Context: an optimization exercise on an open-source flow, tuned for a short achievable clock period and few clock cycles per item. The choices shown serve that exercise and are no tape-out recipe.
Function was checked by simulation only, so behaviour that the tests miss may differ from the original.
Power and IR drop assume default switching activity.

## flow/config.mk

```make
export PLATFORM = sky130hd
export DESIGN_NAME = value_list_with_search_delete
export DESIGN_NICKNAME = value_list_with_search_delete
export VERILOG_FILES = /design/flow/design.v
export SDC_FILE = /design/flow/constraint.sdc
export NUM_CORES = 4
export LEC_CHECK = 0
export CAP_MARGIN = 20
export CORE_MARGIN = 2
export CORE_UTILIZATION = 40
export SETUP_SLACK_MARGIN = 3.4
export SLEW_MARGIN = 20
export TNS_END_PERCENT = 100
```

## flow/constraint.sdc

```tcl
create_clock -name core_clock -period 6.0 [get_ports {clk}]
set_input_delay 1.2000 -clock core_clock [delete_from_list [all_inputs] [get_ports {clk}]]
set_output_delay 1.2000 -clock core_clock [all_outputs]
set_load 0.01 [all_outputs]
```

## flow/design.v

```verilog
package vlsd_pkg;
    localparam int CMD_W    = 3;
    localparam int VALUE_W  = 32;
    localparam int STATUS_W = 2;
    localparam int COUNT_W  = 7;
    localparam int IN_W     = 40;   
    localparam int OUT_W    = 16;   
    localparam int RES_W    = STATUS_W + 1 + COUNT_W;
    typedef enum logic [CMD_W-1:0] {
        CMD_PUSH_FRONT = 3'd0,
        CMD_PUSH_BACK  = 3'd1,
        CMD_POP_FRONT  = 3'd2,
        CMD_POP_BACK   = 3'd3,
        CMD_SEARCH     = 3'd4,
        CMD_SEARCH_DEL = 3'd5,
        CMD_CLEAR      = 3'd6
    } cmd_t;
    typedef enum logic [STATUS_W-1:0] {
        ST_OK       = 2'd0,
        ST_EMPTY    = 2'd1,
        ST_NOTFOUND = 2'd2,
        ST_FULL     = 2'd3
    } status_t;
    typedef struct packed {
        logic push_front;
        logic push_back;
        logic pop_front;
        logic pop_back;
        logic search;
        logic search_del;
        logic clear;
        logic nop;
    } op_t;
endpackage
module vlsd_ctrl
#(
    parameter int QD = 6    
)
(
    input  logic                          clk,
    input  logic                          rst_n,
    input  logic                          in_valid,
    output logic                          in_ready,
    input  logic [vlsd_pkg::IN_W-1:0]     in_data,
    output logic                          out_valid,
    input  logic                          out_ready,
    output logic [vlsd_pkg::RES_W-1:0]    out_data,
    output vlsd_pkg::op_t                 op,
    output logic [vlsd_pkg::VALUE_W-1:0]  op_value,
    output vlsd_pkg::op_t                 nx_op,
    output logic [vlsd_pkg::VALUE_W-1:0]  nx_value,
    output logic [vlsd_pkg::VALUE_W-1:0]  n2_value,
    output logic [vlsd_pkg::VALUE_W-1:0]  n3_value,
    input  logic [vlsd_pkg::RES_W-1:0]    res
);
    localparam int OW = $clog2(QD + 1);
    logic                         ready_reg;
    logic                         in_v, n2_v, nx_v, ex_v;
    logic [vlsd_pkg::CMD_W-1:0]   in_cmd, n2_cmd, nx_cmd;
    logic [vlsd_pkg::VALUE_W-1:0] in_val, n2_val, nx_val, ex_val;
    vlsd_pkg::op_t                op_reg, op_dec;
    logic [OW-1:0]                occ, occ_next;    
    logic [QD-1:0]                qv, qv_next;
    logic [vlsd_pkg::RES_W-1:0]   q      [QD];
    logic [vlsd_pkg::RES_W-1:0]   q_next [QD];
    logic                         acc, take;
    logic                         ready_next;
    assign acc  = in_valid && ready_reg;
    assign take = qv[0] && out_ready;
    always_comb
    begin
        op_dec = '0;
        if (nx_v)
            case (nx_cmd)
                vlsd_pkg::CMD_PUSH_FRONT: op_dec.push_front = 1'b1;
                vlsd_pkg::CMD_PUSH_BACK:  op_dec.push_back  = 1'b1;
                vlsd_pkg::CMD_POP_FRONT:  op_dec.pop_front  = 1'b1;
                vlsd_pkg::CMD_POP_BACK:   op_dec.pop_back   = 1'b1;
                vlsd_pkg::CMD_SEARCH:     op_dec.search     = 1'b1;
                vlsd_pkg::CMD_SEARCH_DEL: op_dec.search_del = 1'b1;
                vlsd_pkg::CMD_CLEAR:      op_dec.clear      = 1'b1;
                default:                  op_dec.nop        = 1'b1;
            endcase
    end
    always_comb
    begin
        logic [QD-1:0]              qs;
        logic [QD-1:0]              wr_keep, wr_take;
        logic [QD-1:0]              v_keep, v_take;
        logic [vlsd_pkg::RES_W-1:0] d_keep [QD];
        logic [vlsd_pkg::RES_W-1:0] d_take [QD];
        qs = {1'b0, qv[QD-1:1]};
        for (int i = 0; i < QD; i++)
        begin
            wr_keep[i] = ex_v && !qv[i] && ((i == 0) ? 1'b1 : qv[(i == 0) ? 0 : i-1]);
            wr_take[i] = ex_v && !qs[i] && ((i == 0) ? 1'b1 : qs[(i == 0) ? 0 : i-1]);
            v_keep[i]  = qv[i] || wr_keep[i];
            v_take[i]  = qs[i] || wr_take[i];
            d_keep[i]  = wr_keep[i] ? res : q[i];
            d_take[i]  = wr_take[i] ? res : q[(i == QD-1) ? i : i+1];
        end
        qv_next = take ? v_take : v_keep;
        for (int i = 0; i < QD; i++)
            q_next[i] = take ? d_take[i] : d_keep[i];
    end
    always_comb
    begin
        occ_next = occ;
        if (acc && !take)
            occ_next = occ + 1'b1;
        else if (!acc && take)
            occ_next = occ - 1'b1;
    end
    always_comb
    begin
        logic r_same, r_up, r_down;
        r_same = (occ < OW'(QD));
        r_up   = (occ < OW'(QD - 1));
        r_down = (occ < OW'(QD + 1));
        if (acc == take)
            ready_next = r_same;
        else if (acc)
            ready_next = r_up;
        else
            ready_next = r_down;
    end
    always_ff @(posedge clk or negedge rst_n)
    begin
        if (!rst_n)
        begin
            in_v      <= 1'b0;
            n2_v      <= 1'b0;
            nx_v      <= 1'b0;
            ex_v      <= 1'b0;
            op_reg    <= '0;
            occ       <= '0;
            qv        <= '0;
        end
        else
        begin
            in_v      <= acc;
            n2_v      <= in_v;
            nx_v      <= n2_v;
            ex_v      <= nx_v;
            op_reg    <= op_dec;
            occ       <= occ_next;
            qv        <= qv_next;
        end
    end
    always_ff @(posedge clk)
        ready_reg <= ready_next;
    always_ff @(posedge clk)
    begin
        in_cmd <= in_data[vlsd_pkg::CMD_W-1:0];
        in_val <= in_data[vlsd_pkg::CMD_W+vlsd_pkg::VALUE_W-1:vlsd_pkg::CMD_W];
        n2_cmd <= in_cmd;
        n2_val <= in_val;
        nx_cmd <= n2_cmd;
        nx_val <= n2_val;
        ex_val <= nx_val;
        for (int i = 0; i < QD; i++)
            q[i] <= q_next[i];
    end
    assign in_ready  = ready_reg;
    assign out_valid = qv[0];
    assign out_data  = q[0];
    assign op        = op_reg;
    assign op_value  = ex_val;
    assign nx_op     = op_dec;
    assign nx_value  = nx_val;
    assign n2_value  = n2_val;
    assign n3_value  = in_val;
endmodule
module vlsd_dp
#(
    parameter int DEPTH = 64
)
(
    input  logic                          clk,
    input  logic                          rst_n,
    input  vlsd_pkg::op_t                 op,
    input  logic [vlsd_pkg::VALUE_W-1:0]  op_value,
    input  vlsd_pkg::op_t                 nx_op,
    input  logic [vlsd_pkg::VALUE_W-1:0]  nx_value,
    input  logic [vlsd_pkg::VALUE_W-1:0]  n2_value,
    input  logic [vlsd_pkg::VALUE_W-1:0]  n3_value,
    output logic [vlsd_pkg::STATUS_W-1:0] res_status,
    output logic                          res_found,
    output logic [vlsd_pkg::COUNT_W-1:0]  res_count
);
    localparam int LG = $clog2(DEPTH);
    logic [vlsd_pkg::VALUE_W-1:0] ent     [DEPTH];
    logic [vlsd_pkg::VALUE_W-1:0] ent_next[DEPTH];
    logic [DEPTH-1:0]             vld, vld_next;     
    logic [DEPTH-1:0]             pre, pre_next;     
    logic [vlsd_pkg::COUNT_W-1:0] cnt, cnt_next;
    logic [DEPTH-1:0]             mv_l,  mv_l_next;   
    logic [DEPTH-1:0]             mv_n,  mv_n_next;   
    logic [DEPTH-1:0]             mv_p,  mv_p_next;   
    logic [DEPTH-1:0]             mv_d,  mv_d_next;   
    logic [DEPTH-1:0]             dr,    dr_next;     
    logic [DEPTH-1:0]             nbp,   nbp_next;    
    logic                         pf_ok, pf_ok_next;  
    logic                         popb_ok, popb_ok_next;  
    logic [DEPTH-1:0]             shl;                
    logic [DEPTH-1:0]             shu;                
    logic [DEPTH-1:0]             s_h, s_h_next;      
    logic [DEPTH-1:0]             s_r, s_r_next;      
    logic [DEPTH-1:0]             s_l, s_l_next;      
    logic [DEPTH-1:0]             s_n, s_n_next;      
    logic [DEPTH-1:0]             at_last;            
    logic                         pm_cut;             
    logic [DEPTH-1:0]             eq3, eq3_adj;
    logic [DEPTH-1:0]             eq2;
    logic [DEPTH-1:0]             pm2, p22, p32;
    logic [DEPTH-1:0]             pm1, p21, p31;
    logic [DEPTH-1:0]             pma, p2a;
    logic [DEPTH-1:0]             shu_d, nbp_d, vld_d;
    logic                         clr_d, popf_d, pf_d, pb_d, popb_d, vv_d;
    logic                         r_d, pm_cut_d, p2_cut_d;
    logic                         l2_last, l2_last2;
    logic                         l1_last, l1_last2;
    logic                         rm_at2, rm_at2_d;
    logic                         la;                 
    logic                         vv1, vv2, vv3;      
    logic                         vv1_next, vv2_next;
    logic                         full, empty, found;
    logic                         grow, shrink;
    logic                         nx_full, nx_empty;
    logic                         r1;
    assign full   = vld[DEPTH-1];
    assign empty  = !vld[0];
    assign found  = pre[DEPTH-1];
    assign grow   = (op.push_front || op.push_back) && !full;
    assign shrink = ((op.pop_front || op.pop_back) && !empty) || (op.search_del && found);
    always_comb
        for (int i = 0; i < DEPTH; i++)
            at_last[i] = vld[i] && ((i == DEPTH-1) ? 1'b1 : !vld[(i == DEPTH-1) ? i : i+1]);
    always_comb
        for (int i = 0; i < DEPTH; i++)
        begin
            shl[i] = mv_p[i] || (mv_d[i] && pre[i]);
            shu[i] = op.pop_front || (op.search_del && pre[i]);
        end
    function automatic logic [DEPTH-1:0] adjust(input logic [DEPTH-1:0] e, input logic vv);
        logic [DEPTH-1:0] r;
        for (int i = 0; i < DEPTH; i++)
            r[i] = (s_h[i] && e[i])
                || (s_r[i] && ((i == DEPTH-1) ? 1'b0 : e[(i == DEPTH-1) ? i : i+1]))
                || (s_l[i] && ((i == 0) ? 1'b0 : e[(i == 0) ? 0 : i-1]))
                || (s_n[i] && vv);
        adjust = r;
    endfunction
    assign vv3 = (op_value == n3_value);
    always_comb
        for (int i = 0; i < DEPTH; i++)
            eq3[i] = vld[i] && (ent[i] == n3_value);
    assign eq3_adj = adjust(eq3, vv3);
    always_comb
    begin
        logic [DEPTH-1:0] a, b, c, a0, b0, c0;
        a = eq2;
        b = '0;
        c = '0;
        for (int s = 0; s < LG; s++)
        begin
            a0 = a;
            b0 = b;
            c0 = c;
            for (int i = (1 << s); i < DEPTH; i++)
            begin
                c[i] = c0[i] | c0[i - (1 << s)] | (b0[i] & a0[i - (1 << s)]) | (a0[i] & b0[i - (1 << s)]);
                b[i] = b0[i] | b0[i - (1 << s)] | (a0[i] & a0[i - (1 << s)]);
                a[i] = a0[i] | a0[i - (1 << s)];
            end
        end
        pm2 = a;
        p22 = b;
        p32 = c;
    end
    always_comb
    begin
        l2_last  = 1'b0;
        l2_last2 = 1'b0;
        for (int i = 0; i < DEPTH; i++)
        begin
            l2_last  = l2_last  || (eq2[i] && at_last[i]);
            l2_last2 = l2_last2 || ((i == DEPTH-1) ? 1'b0 : (eq2[i] && at_last[(i == DEPTH-1) ? i : i+1]));
        end
    end
    always_comb
    begin
        rm_at2 = 1'b0;
        for (int i = 0; i < DEPTH-1; i++)
            rm_at2 = rm_at2 || (shu[i] && at_last[i+1]);
    end
    assign r_d      = popf_d ? pm1[0] : vv_d;
    assign pm_cut_d = p21[DEPTH-1] || (pm1[DEPTH-1] && !l1_last);
    assign p2_cut_d = p31[DEPTH-1] || (p21[DEPTH-1] && !l1_last);
    always_comb
    begin
        for (int i = 0; i < DEPTH; i++)
        begin
            logic up, dn, pmd, p2d;
            up  = (i == DEPTH-1) ? 1'b0 : vld_d[(i == DEPTH-1) ? i : i+1];
            pmd = (i == 0) ? 1'b0 : pm1[(i == 0) ? 0 : i-1];
            p2d = (i == 0) ? 1'b0 : p21[(i == 0) ? 0 : i-1];
            if (clr_d)
            begin
                pma[i] = 1'b0;
                p2a[i] = 1'b0;
            end
            else if (shu_d[i])
            begin
                pma[i] = r_d ? p21[(i == DEPTH-1) ? i : i+1] : pm1[(i == DEPTH-1) ? i : i+1];
                p2a[i] = r_d ? p31[(i == DEPTH-1) ? i : i+1] : p21[(i == DEPTH-1) ? i : i+1];
            end
            else if (pf_d)
            begin
                pma[i] = vv_d || pmd;
                p2a[i] = p2d || (vv_d && pmd);
            end
            else if (popb_d)
            begin
                pma[i] = up ? pm1[i] : pm_cut_d;
                p2a[i] = up ? p21[i] : p2_cut_d;
            end
            else
            begin
                pma[i] = pm1[i] || (nbp_d[i] && vv_d);
                p2a[i] = p21[i] || (nbp_d[i] && vv_d && pm1[i]);
            end
        end
    end
    assign r1 = op.pop_front ? pma[0] : vv1;
    always_comb
    begin
        if (clr_d)
            la = 1'b0;
        else if (shu_d[DEPTH-1])
            la = rm_at2_d ? l1_last : l1_last2;
        else if (pf_d)
            la = vld_d[0] ? l1_last : vv_d;
        else if (popb_d)
            la = l1_last2;
        else if (pb_d)
            la = vv_d;
        else
            la = l1_last;
    end
    assign pm_cut = p2a[DEPTH-1] || (pma[DEPTH-1] && !la);
    always_comb
    begin
        for (int i = 0; i < DEPTH; i++)
        begin
            if (op.clear)
                pre_next[i] = 1'b0;
            else if (shu[i])
                pre_next[i] = r1 ? p2a[(i == DEPTH-1) ? i : i+1] : pma[(i == DEPTH-1) ? i : i+1];
            else if (pf_ok)
                pre_next[i] = vv1 || ((i == 0) ? 1'b0 : pma[(i == 0) ? 0 : i-1]);
            else if (popb_ok)
                pre_next[i] = (i == DEPTH-1) ? pm_cut : (vld[(i == DEPTH-1) ? i : i+1] ? pma[i] : pm_cut);
            else
                pre_next[i] = pma[i] || (nbp[i] && vv1);
        end
    end
    always_comb
    begin
        for (int i = 0; i < DEPTH; i++)
        begin
            if (shl[i])
                ent_next[i] = ent[(i == DEPTH-1) ? i : i+1];
            else if (mv_l[i] && i != 0)
                ent_next[i] = ent[(i == 0) ? 0 : i-1];
            else if (mv_n[i])
                ent_next[i] = op_value;
            else
                ent_next[i] = ent[i];
        end
    end
    always_comb
    begin
        if (op.clear)
        begin
            vld_next = '0;
            cnt_next = '0;
        end
        else if (grow)
        begin
            vld_next = {vld[DEPTH-2:0], 1'b1};
            cnt_next = cnt + 1'b1;
        end
        else if (shrink)
        begin
            vld_next = {1'b0, vld[DEPTH-1:1]};
            cnt_next = cnt - 1'b1;
        end
        else
        begin
            vld_next = vld;
            cnt_next = cnt;
        end
    end
    assign nx_full  = vld_next[DEPTH-1];
    assign nx_empty = !vld_next[0];
    always_comb
    begin
        for (int i = 0; i < DEPTH; i++)
        begin
            logic below, above;
            below = (i == 0) ? 1'b1 : vld_next[(i == 0) ? 0 : i-1];
            above = (i == DEPTH-1) ? 1'b0 : vld_next[(i == DEPTH-1) ? i : i+1];
            mv_l_next[i] = nx_op.push_front && !nx_full && below;
            mv_n_next[i] = ((i == 0) && nx_op.push_front && !nx_full)
                        || (nx_op.push_back && !nx_full && below && !vld_next[i]);
            mv_p_next[i] = nx_op.pop_front && above;
            mv_d_next[i] = nx_op.search_del && above;
            dr_next[i]   = ((i == 0) && nx_op.pop_front && !nx_empty)
                        || (nx_op.pop_back && vld_next[i] && !above);
            nbp_next[i]  = nx_op.push_back && !nx_full && !vld_next[i];
        end
    end
    always_comb
    begin
        for (int i = 0; i < DEPTH; i++)
        begin
            logic r;
            r = nx_op.pop_front || (nx_op.search_del && pre_next[i]);
            s_r_next[i] = !nx_op.clear && r;
            s_l_next[i] = !nx_op.clear && !r && mv_l_next[i] && !mv_n_next[i];
            s_n_next[i] = !nx_op.clear && !r && mv_n_next[i];
            s_h_next[i] = !nx_op.clear && !r && !mv_l_next[i] && !mv_n_next[i] && !dr_next[i];
        end
    end
    assign pf_ok_next = nx_op.push_front && !nx_full;
    assign popb_ok_next = nx_op.pop_back && !nx_empty;
    assign vv1_next = (nx_value == n2_value);
    assign vv2_next = (nx_value == n3_value);
    always_comb
    begin
        res_status = vlsd_pkg::ST_OK;
        res_found  = 1'b0;
        if ((op.push_front || op.push_back) && full)
            res_status = vlsd_pkg::ST_FULL;
        else if ((op.pop_front || op.pop_back || op.search || op.search_del) && empty)
            res_status = vlsd_pkg::ST_EMPTY;
        else if (op.search || op.search_del)
        begin
            if (found)
                res_found = 1'b1;
            else
                res_status = vlsd_pkg::ST_NOTFOUND;
        end
    end
    assign res_count = cnt_next;
    always_ff @(posedge clk or negedge rst_n)
    begin
        if (!rst_n)
        begin
            vld   <= '0;
            cnt   <= '0;
            mv_l  <= '0;
            mv_n  <= '0;
            mv_p  <= '0;
            mv_d  <= '0;
            dr    <= '0;
            nbp   <= '0;
            pf_ok <= 1'b0;
            popb_ok <= 1'b0;
        end
        else
        begin
            vld   <= vld_next;
            cnt   <= cnt_next;
            mv_l  <= mv_l_next;
            mv_n  <= mv_n_next;
            mv_p  <= mv_p_next;
            mv_d  <= mv_d_next;
            dr    <= dr_next;
            nbp   <= nbp_next;
            pf_ok <= pf_ok_next;
            popb_ok <= popb_ok_next;
        end
    end
    always_ff @(posedge clk)
    begin
        pre <= pre_next;
        eq2 <= eq3_adj;
        pm1 <= pm2;
        p21 <= p22;
        p31 <= p32;
        shu_d  <= shu;
        nbp_d  <= nbp;
        vld_d  <= vld;
        clr_d  <= op.clear;
        popf_d <= op.pop_front;
        pf_d   <= pf_ok;
        pb_d   <= |nbp;
        l1_last  <= l2_last;
        l1_last2 <= l2_last2;
        rm_at2_d <= rm_at2;
        popb_d <= popb_ok;
        vv_d   <= vv2;
        vv1 <= vv1_next;
        vv2 <= vv2_next;
        s_h <= s_h_next;
        s_r <= s_r_next;
        s_l <= s_l_next;
        s_n <= s_n_next;
        for (int i = 0; i < DEPTH; i++)
            ent[i] <= ent_next[i];
    end
endmodule
module value_list_with_search_delete
#(
    parameter int DEPTH = 64
)
(
    input  logic             clk,
    input  logic             rst_n,
    input  logic             s_tvalid,
    output logic             s_tready,
    input  logic [vlsd_pkg::IN_W-1:0]  s_tdata,    
    output logic             m_tvalid,
    input  logic             m_tready,
    output logic [vlsd_pkg::OUT_W-1:0] m_tdata     
);
    vlsd_pkg::op_t                 op;
    vlsd_pkg::op_t                 nx_op;
    logic [vlsd_pkg::VALUE_W-1:0]  op_value;
    logic [vlsd_pkg::VALUE_W-1:0]  nx_value;
    logic [vlsd_pkg::VALUE_W-1:0]  n2_value;
    logic [vlsd_pkg::VALUE_W-1:0]  n3_value;
    logic [vlsd_pkg::STATUS_W-1:0] res_status;
    logic                          res_found;
    logic [vlsd_pkg::COUNT_W-1:0]  res_count;
    logic [vlsd_pkg::RES_W-1:0]    out_data;
    vlsd_ctrl u_ctrl
    (
        .clk       (clk),
        .rst_n     (rst_n),
        .in_valid  (s_tvalid),
        .in_ready  (s_tready),
        .in_data   (s_tdata),
        .out_valid (m_tvalid),
        .out_ready (m_tready),
        .out_data  (out_data),
        .op        (op),
        .op_value  (op_value),
        .nx_op     (nx_op),
        .nx_value  (nx_value),
        .n2_value  (n2_value),
        .n3_value  (n3_value),
        .res       ({res_count, res_found, res_status})
    );
    vlsd_dp #(
        .DEPTH (DEPTH)
    ) u_dp
    (
        .clk        (clk),
        .rst_n      (rst_n),
        .op         (op),
        .op_value   (op_value),
        .nx_op      (nx_op),
        .nx_value   (nx_value),
        .n2_value   (n2_value),
        .n3_value   (n3_value),
        .res_status (res_status),
        .res_found  (res_found),
        .res_count  (res_count)
    );
    assign m_tdata = {{(vlsd_pkg::OUT_W - vlsd_pkg::RES_W){1'b0}}, out_data};
endmodule
```

## flow/run.sh

```bash
#!/bin/bash
# synth_recipe.tcl (not shown) runs the flow's synth.tcl, then flattens the netlist and writes it again
# the make line also repeats each setting of config.mk as NAME=value (left out here)
make -C /OpenROAD-flow-scripts/flow DESIGN_CONFIG=/design/flow/config.mk WORK_HOME=/design/flow/orfs CLKGATE_MAP_FILE= SYNTH_SCRIPT=/design/flow/synth_recipe.tcl finish
```

==> metrics.yaml <==
place:
  place_congestion: 1.017
  hpwl_um: 620900
  io_buffers: 50
setup_path:
  cp_slowest_stage_delay_ns: 0.55
  worstSetupStartpointType: "flop"
  path_buf_inv: 5
  crit_type: "flop to flop"
  slowest_stage: "or4_4"
  worstSetupEndpointType: "flop"
  cp.arrival_ns: 4.28
  crit_family: "simple AND/OR/NAND/NOR gates"
  cp_data_required_time_ns: 6.81
  ff2ff_setup_slack_ns: 2.54
  path_cells: "buf_12 > buf_6 > buf_6 > buf_12 > or4_4 > maj3_2 > o211ai_1 > o2111ai_2 > buf_4 > or3_4 > nor4_4 > nand4_1"
  crit_fanout: 4
synthesis:
  synth_top_family_by_area: "compound AO/OA/AOI/OAI gates"
  avgSynthCellArea_um2: 9.695
  synth_edf_count: 2078
  synth.mux.area_fraction: 0.1130
  post_synth_xor_area_fraction: 0.09824
  syn_area_um2: 190500
  synth-async-reset-ratio: 0.1195
  synth_fa_ha_area_frac: 0.005195
  ys_seq_area_frac: 0.4804
  synth_seq_cells: 3430
  yosys_warnings: 8
  ys.flop_type: "edfxtp_1"
  synth_compound_area_frac: 0.1361
  yosys.cell_types.count: 99
  yosys.area_share.simple: 0.1294
  postSynthCellCount: 19650
floorplanning:
  initial_core_util: 0.4015
  dieArea_um2: 481800
  rows: 253
  boundaryPins: 62
  die_y_um: 694.1
  die_w_um: 694.1
  core_area_um2: 474500
pwr:
  leakagePower_nw: 83.76
  powerDensity_nw_per_um2: 296.9
  irDropWorstVdd_mv: 0.2819
layout:
  largest_reg_flops: 2048
  drive_gt1_frac: 0.1996
  top_register: "u_dp.ent"
  area_growth_syn_to_layout_pct: 23.85
  final_nets: 20170
drt:
  viasPerCell: 6.500
  drtPass1Iterations: 7
  wire_per_inst_um: 35.56
  drc: 0
  drtIter0Drc: 28020
  vias: 174000
  ant_nets: 0
  wl_um: 951900
clocking:
  clockBufferDepth: 4
  cts_tree: "built"
  clkLatencyLatePin_ns: 1.06
  htreeDepth: 5
  clkTransAtPathRegs_ns: 0.06
  clock_sinks: 3430
  cts-root-buf: "clkbuf_16"
  cts-buffers-inserted: 394
global_routing:
  first_global_vias: 159800
  grt_pass1_wl_um: 1280000
  grt_max_degree: 143
  grt_antenna_before_repair: 58
  overflow: 0
  grt.total_usage: 0.3730
timing:
  fin_crit_sh: 0.5772
  drv_slew: 0
  skew_ns: 0.07309
  maxSlewHeadroom: 0.1752
  hold_viol: 0
  max_slew.worst_pin.slew_ns: 1.235
  setup_violations: 0
  max_freq_mhz: 288.8
  whs_ns: 0.06911
  rsz0062_at_grt: "true"
  fin_setup_tns_ns: 0
  period_needed_ns: 3.463
hold_path:
  hold_path_class: "input pin to async pin"
outcome:
  status: "finished clean"
flow_run:
  max_cap_violations: 0
[metrics by stage]
step / cells / total power, mW / utilization / cell area (um^2) / setup slack [ns]
after detailed placement: 24790 / 42.06 / 0.4192 / 198900 / 1.618
after global placement: 24790 / 41.94 / 0.4192 / 198900 / 1.603
after CTS: 26380 / 68.50 / 0.4835 / 229400 / 2.613
final: 26770 / 70.05 / 0.4972 / 235900 / 2.537
after floorplan: 19660 / 36.39 / - / 191200 / 3.058
after global routing: 26730 / 71.25 / 0.4971 / 235900 / 2.533
[cells in the final DEF (no fill, tap or decap), drive strengths merged, types with 77 or more instances in the layout]
cell    Yosys  layout
a211oi    139     139
a21o       83      84
a21oi    2670    2670
a22oi     243     243
a31oi     109     109
buf       392    1702
clkbuf   1318     553
clkinv      7     130
dfrtp     410     410
dfxtp     942     942
edfxtp   2078    2078
inv       185     197
maj3       93      93
mux2i    2070    2070
nand2     927     927
nand3     164     165
nand4     448     448
nor2     2953    2954
nor3      270     270
nor4      375     375
o211ai     77      77
o21ai     393     393
xnor2    1595    1595
xor2      542     542
[Yosys cell counts, types with 77 or more instances]
cell type | n | share of area
a211oi_1 | 139 | 0.0055
a21o_1 | 83 | 0.0033
a21oi_1 | 2670 | 0.070
a22oi_1 | 243 | 0.0096
a31oi_1 | 109 | 0.0036
buf_1 | 380 | 0.0075
clkbuf_1 | 1318 | 0.026
dfrtp_1 | 410 | 0.054
dfxtp_1 | 942 | 0.099
edfxtp_1 | 2078 | 0.33
inv_1 | 173 | 0.0034
maj3_1 | 92 | 0.0048
mux2i_1 | 2070 | 0.11
nand2_1 | 927 | 0.018
nand3_1 | 164 | 0.0043
nand4_1 | 448 | 0.015
nor2_1 | 2952 | 0.058
nor3_1 | 269 | 0.0071
nor4_1 | 371 | 0.012
o211ai_1 | 77 | 0.0030
o21ai_0 | 379 | 0.010
xnor2_1 | 1595 | 0.073
xor2_1 | 542 | 0.025
[per-layer routing]
layer,track usage,part of all wire,vias to the layer above
met3,0.1124,0.13,3053
li1,-,-,71800
met5,0,0.00031,-
met2,0.5414,0.42,13300
met4,0.2532,0.083,44
met1,0.4766,0.37,85770
[logic make-up after synthesis]
group                      after synthesis
DFF                                   3430
and+or+nand+nor                       5546
adders and majority gates               97
xor gates and xnor gates              2137
muxes                                 2142
other                                    1
AOI/OAI and AO/OA                     4395
buffers and inverters                 1902
[layout make-up]
class / count / area, um^2
fill: 43060 / 238600
multi-input combinational: 14330 / 101600
sequential: 3430 / 92050
timing repair buffer: 1775 / 20290
clock buffer: 544 / 11180
tap: 6247 / 7816
clock inverter: 191 / 2014
inverter: 192 / 828.3
antenna: 54 / 135.1
[worst register-to-register path, stage by stage, from the launching register on]
cell	delay [ns]
dfxtp_4	0.35
buf_12	0.13
buf_6	0.11
buf_6	0.11
buf_12	0.12
or4_4	0.55
maj3_2	0.33
o211ai_1	0.19
o2111ai_2	0.19
buf_4	0.19
or3_4	0.37
nor4_4	0.26
nand4_1	0.34
[path summary, 6_finish.rpt]
| kind | startpoint | end | depth (start not counted) |
|---|---|---|---|
| min reg2reg | u_ctrl.in_cmd[1] | u_ctrl.n2_cmd[1] | 0 |
| min in group core_clock | u_ctrl.in_cmd[1] | u_ctrl.n2_cmd[1] | 0 |
| min | rst_n | u_ctrl.qv[3] | 1 |
| max in group asynchronous | rst_n | u_dp.mv_l[61] | 2 |
| max | u_dp.eq2[6] | u_dp.p31[53] | 12 |
| max reg2reg | u_dp.eq2[6] | u_dp.p31[53] | 12 |
[report_power, final]
part	internal (mW)	switching, mW
clock network	14.5	10.9
logic	4.70	8.66
registers	27.7	3.55
[timing repair]
action,CTS,global route
setup endpoints to repair,987,542
pin swaps,467,451
resized for setup,1829,761
cloned,68,8
hold buffers,0,0
setup buffers,787,324
Testbench counts, summed over its fixed seeds: cycles 5,640, items 5,600.

[what the ideal ports hide]
In the flow no input, the clock included, has a driving cell. The finished layout below was timed again as built, in two steps.
Step 1 (the two cells are an assumption about what drives the block):
set clk [get_ports {clk}]
set_driving_cell -lib_cell sky130_fd_sc_hd__clkbuf_16 $clk
set_driving_cell -lib_cell sky130_fd_sc_hd__buf_2 [delete_from_list [all_inputs] $clk]
Step 2 adds t to the input delays and takes it off the output delays; t is the mean of the earliest and latest rising clock arrival at the registers after step 1. Input paths then give back, and output paths get back, about the clock's delay inside the block.
Three values: no drivers, after step 1, after step 2; two values: the first two.
t (ns): 1.161
setup WS [ns]: 2.537 / 2.537 / 2.491
hold slack, ns: 0.069 / -0.020 / 0.325
cell pins on the clock port's net: 1
After both steps setup and hold are still met in this run. The setup slack of this run moves by 0.000 ns with the drivers and by -0.046 ns with both steps.
